What follows belongs to an exercise in optimizing a design on an open flow for small area, a short achievable clock period and few clock cycles per item; a production flow would make more cautious choices.
Function was checked by simulation only, so behaviour that the tests miss may differ from the original.
Power is estimated from default activity; no workload was simulated.

build 81:
## mains_rms_and_frequency_monitor
module mains_rms_and_frequency_monitor #(
    parameter int WINDOW_BITS = 10
) (
    input  logic                aclk,
    input  logic                aresetn,
    input  logic                s_valid,
    output logic                s_ready,
    input  logic [SAMPLE_W-1:0] s_sample_mv,
    input  logic                s_sample_valid,
    output logic                m_valid,
    input  logic                m_ready,
    output logic [THR_W-1:0]    m_rms_volts_q8,
    output logic                m_blackout,
    output logic                m_surge,
    output logic [FREQ_W-1:0]   m_frequency_centihz,
    input  logic                psel,
    input  logic                penable,
    input  logic                pwrite,
    input  logic [APB_AW-1:0]   paddr,
    input  logic [APB_DW-1:0]   pwdata,
    output logic [APB_DW-1:0]   prdata,
    output logic                pready
);
export LEC_CHECK = 0
export ABC_AREA = 1
export CAP_MARGIN = 20
export CORE_MARGIN = 2
export CORE_UTILIZATION = 65
export SLEW_MARGIN = 20
create_clock -name core_clock -period 10.0 [get_ports {aclk}]
standard.sh (not shown) runs the stock make flow with config.mk's settings and CLKGATE_MAP_FILE= SYNTH_SCRIPT=/design/flow/synth_recipe.tcl, a recipe that flattens the netlist after the stock synthesis.
==> flow/flow/run.sh <==
#!/bin/bash
# Standard layout; repair_timing aims for a tighter setup margin, the ports
# get buf_2 buffers and the clock tree gets no dummy loads. Tool output goes to standard.log.
set -euo pipefail
export SETUP_SLACK_MARGIN=6.8
export BUFFER_PORTS_ARGS="-buffer_cell sky130_fd_sc_hd__buf_2"
export CTS_ARGS="-sink_clustering_enable -repair_clock_nets -dont_use_dummy_load"
bash standard.sh > standard.log 2>&1
Testbench counts of build 81, summed over its fixed seeds: cycles 20,452, items 19,252.
[inputs] build 70 vs build 81
==> flow/flow/run.sh <==
#!/bin/bash
# Standard layout; repair_timing aims for a tighter setup margin and the
# ports get buf_2 buffers. Tool output goes to standard.log.
set -euo pipefail
export SETUP_SLACK_MARGIN=6.5
export BUFFER_PORTS_ARGS="-buffer_cell sky130_fd_sc_hd__buf_2"
bash standard.sh > standard.log 2>&1
-- flow/config.mk --
<<< build 81, line 7
export LEC_CHECK = 0
export ABC_AREA = 1
export CAP_MARGIN = 20
export CORE_MARGIN = 2
export CORE_UTILIZATION = 65
export SLEW_MARGIN = 20
>>> build 70, line 7
export LEC_CHECK = 0
export CAP_MARGIN = 20
export CORE_MARGIN = 2
export CORE_UTILIZATION = 40
export SLEW_MARGIN = 20
[summary]
Part of the power in combinational logic in build 70 is 1.4 points below build 81.
There was hardly any difference in number of max-slew violations in the final report between build 70 and build 81.
Build 81 has a higher worst setup slack than build 70.
Build 70 vs. build 81: mapped cell area went down by about 1.3%.
Diff build 81 -> build 70: I/O pin count shows no meaningful change; area of the die shows an increase of 59%; overall via count from detail_route shows a reduction of 3297.
#### Input delta (build 72 over build 70)
==> flow/flow/run.sh <==
#!/bin/bash
# Standard layout; repair_timing aims for a tighter setup margin, the ports
# get buf_2 buffers and the clock tree gets no dummy loads. Tool output goes to standard.log.
set -euo pipefail
export SETUP_SLACK_MARGIN=6.8
export BUFFER_PORTS_ARGS="-buffer_cell sky130_fd_sc_hd__buf_2"
export CTS_ARGS="-sink_clustering_enable -repair_clock_nets -dont_use_dummy_load"
bash standard.sh > standard.log 2>&1
-- flow/config.mk --
<<< build 70, line 7
export LEC_CHECK = 0
export CAP_MARGIN = 20
>>> build 72, line 7
export LEC_CHECK = 0
export ABC_AREA = 1
export CAP_MARGIN = 20
Part of the total power dissipated in sequential elements for build 72 is higher than for build 70. Build 72 consumes less power than build 70 does. Build 70 ended up with dfxtp_1 as its master of the slowest instance on the critical path; build 72 ended up with edfxtp_1. Build 72 against build 70: minimum clock period dropped 0.20 ns; part of the power in combinational logic increased by 1.0 points relative to the old numbers. [build 72] reported leakage power rose about 15% relative to build 70. Build 72 vs. build 70: inverter count of the layout excluding clock inverters went up about 250%; routed wire length saw an increase; worst endpoint data arrival time has decreased; die area up 1.3%. Build 72 ends up with higher first-pass detailed-route iteration total than build 70 does.
#### Input delta (build 43 over build 72)
-- flow/flow/run.sh --
<<< build 72, line 4
set -euo pipefail
export SETUP_SLACK_MARGIN=6.8
export BUFFER_PORTS_ARGS="-buffer_cell sky130_fd_sc_hd__buf_2"
>>> build 43, line 4
set -euo pipefail
export SETUP_SLACK_MARGIN=7.0
export BUFFER_PORTS_ARGS="-buffer_cell sky130_fd_sc_hd__buf_2"
-- flow/config.mk --
<<< build 72, line 10
export CORE_MARGIN = 2
export CORE_UTILIZATION = 40
export SLEW_MARGIN = 20
>>> build 43, line 10
export CORE_MARGIN = 2
export CORE_UTILIZATION = 55
export SLEW_MARGIN = 20
==> run notes <==
- Comparing build 72 against build 43, there is no change at all in number of port buffers.
- NOTE die width build 72->build 43 decreased by more than 10%
- Diff build 43..build 72 | number of buffers on the longest clock path | unchanged
- Between build 72 and build 43, post-detailed-routing wire length increased.
- Side by side, final worst setup slack turned out higher in build 43 than in build 72.
The following lists how build 56 was set up differently from build 43:
-- flow/flow/run.sh --
<<< build 43, line 4
set -euo pipefail
export SETUP_SLACK_MARGIN=7.0
export BUFFER_PORTS_ARGS="-buffer_cell sky130_fd_sc_hd__buf_2"
>>> build 56, line 4
set -euo pipefail
export SETUP_SLACK_MARGIN=6.8
export BUFFER_PORTS_ARGS="-buffer_cell sky130_fd_sc_hd__buf_2"
-- flow/config.mk --
<<< build 43, line 7
export LEC_CHECK = 0
export ABC_AREA = 1
export CAP_MARGIN = 20
export CORE_MARGIN = 2
export CORE_UTILIZATION = 55
export SLEW_MARGIN = 20
>>> build 56, line 7
export LEC_CHECK = 0
export CAP_MARGIN = 20
export CORE_MARGIN = 2
export CORE_UTILIZATION = 40
export SLEW_MARGIN = 20
## What came out
Changes observed in build 56 relative to build 43: sequential power shows no meaningful change; worst stage delay on the critical path shows a reduction of 0.11 ns.
Going from build 43 to build 56, count of clock-buffer cells in the layout grows by about 1.9%.
Compared with build 43, build 56 shows a higher worst path buffer plus inverter count.
Looking at highest metal layer with signal wires, the met5 result is from build 56; the met4 one comes from build 43.

port drivers added, routing unchanged:
The flow's constraints put no driver on any port. The routed layouts listed below were extracted and timed again, unchanged, in two steps.
Step 1: set_driving_cell puts a clkbuf_16 on aclk and a buf_2 on each other input, an assumption about the parent block.
Step 2 adds t to the input delays and takes it off the output delays; t is the mean of the earliest and latest rising clock arrival at the registers after step 1. Input paths then give back, and output paths get back, about the clock's delay inside the block.
a / b / c = ideal / step 1 / step 2; a / b = the first two.
run | t, ns | setup slack, ns | hold slack, ns
build 81 | 0.648 | 6.814 / 6.752 / 6.214 | 0.326 / 0.326 / 0.326
build 70 | 0.680 | 6.576 / 6.512 / 5.870 | 0.321 / 0.321 / 0.321
build 72 | 0.658 | 6.773 / 6.713 / 6.247 | 0.320 / 0.320 / 0.320
build 43 | 0.657 | 6.785 / 6.719 / 6.289 | 0.331 / 0.331 / 0.331
build 56 | 0.655 | 6.698 / 6.634 / 6.258 | 0.324 / 0.324 / 0.324
After both steps every run listed still meets setup and hold. For build 70, which loses most, drivers alone change the setup slack by -0.064 ns; drivers and shift together by -0.706 ns.
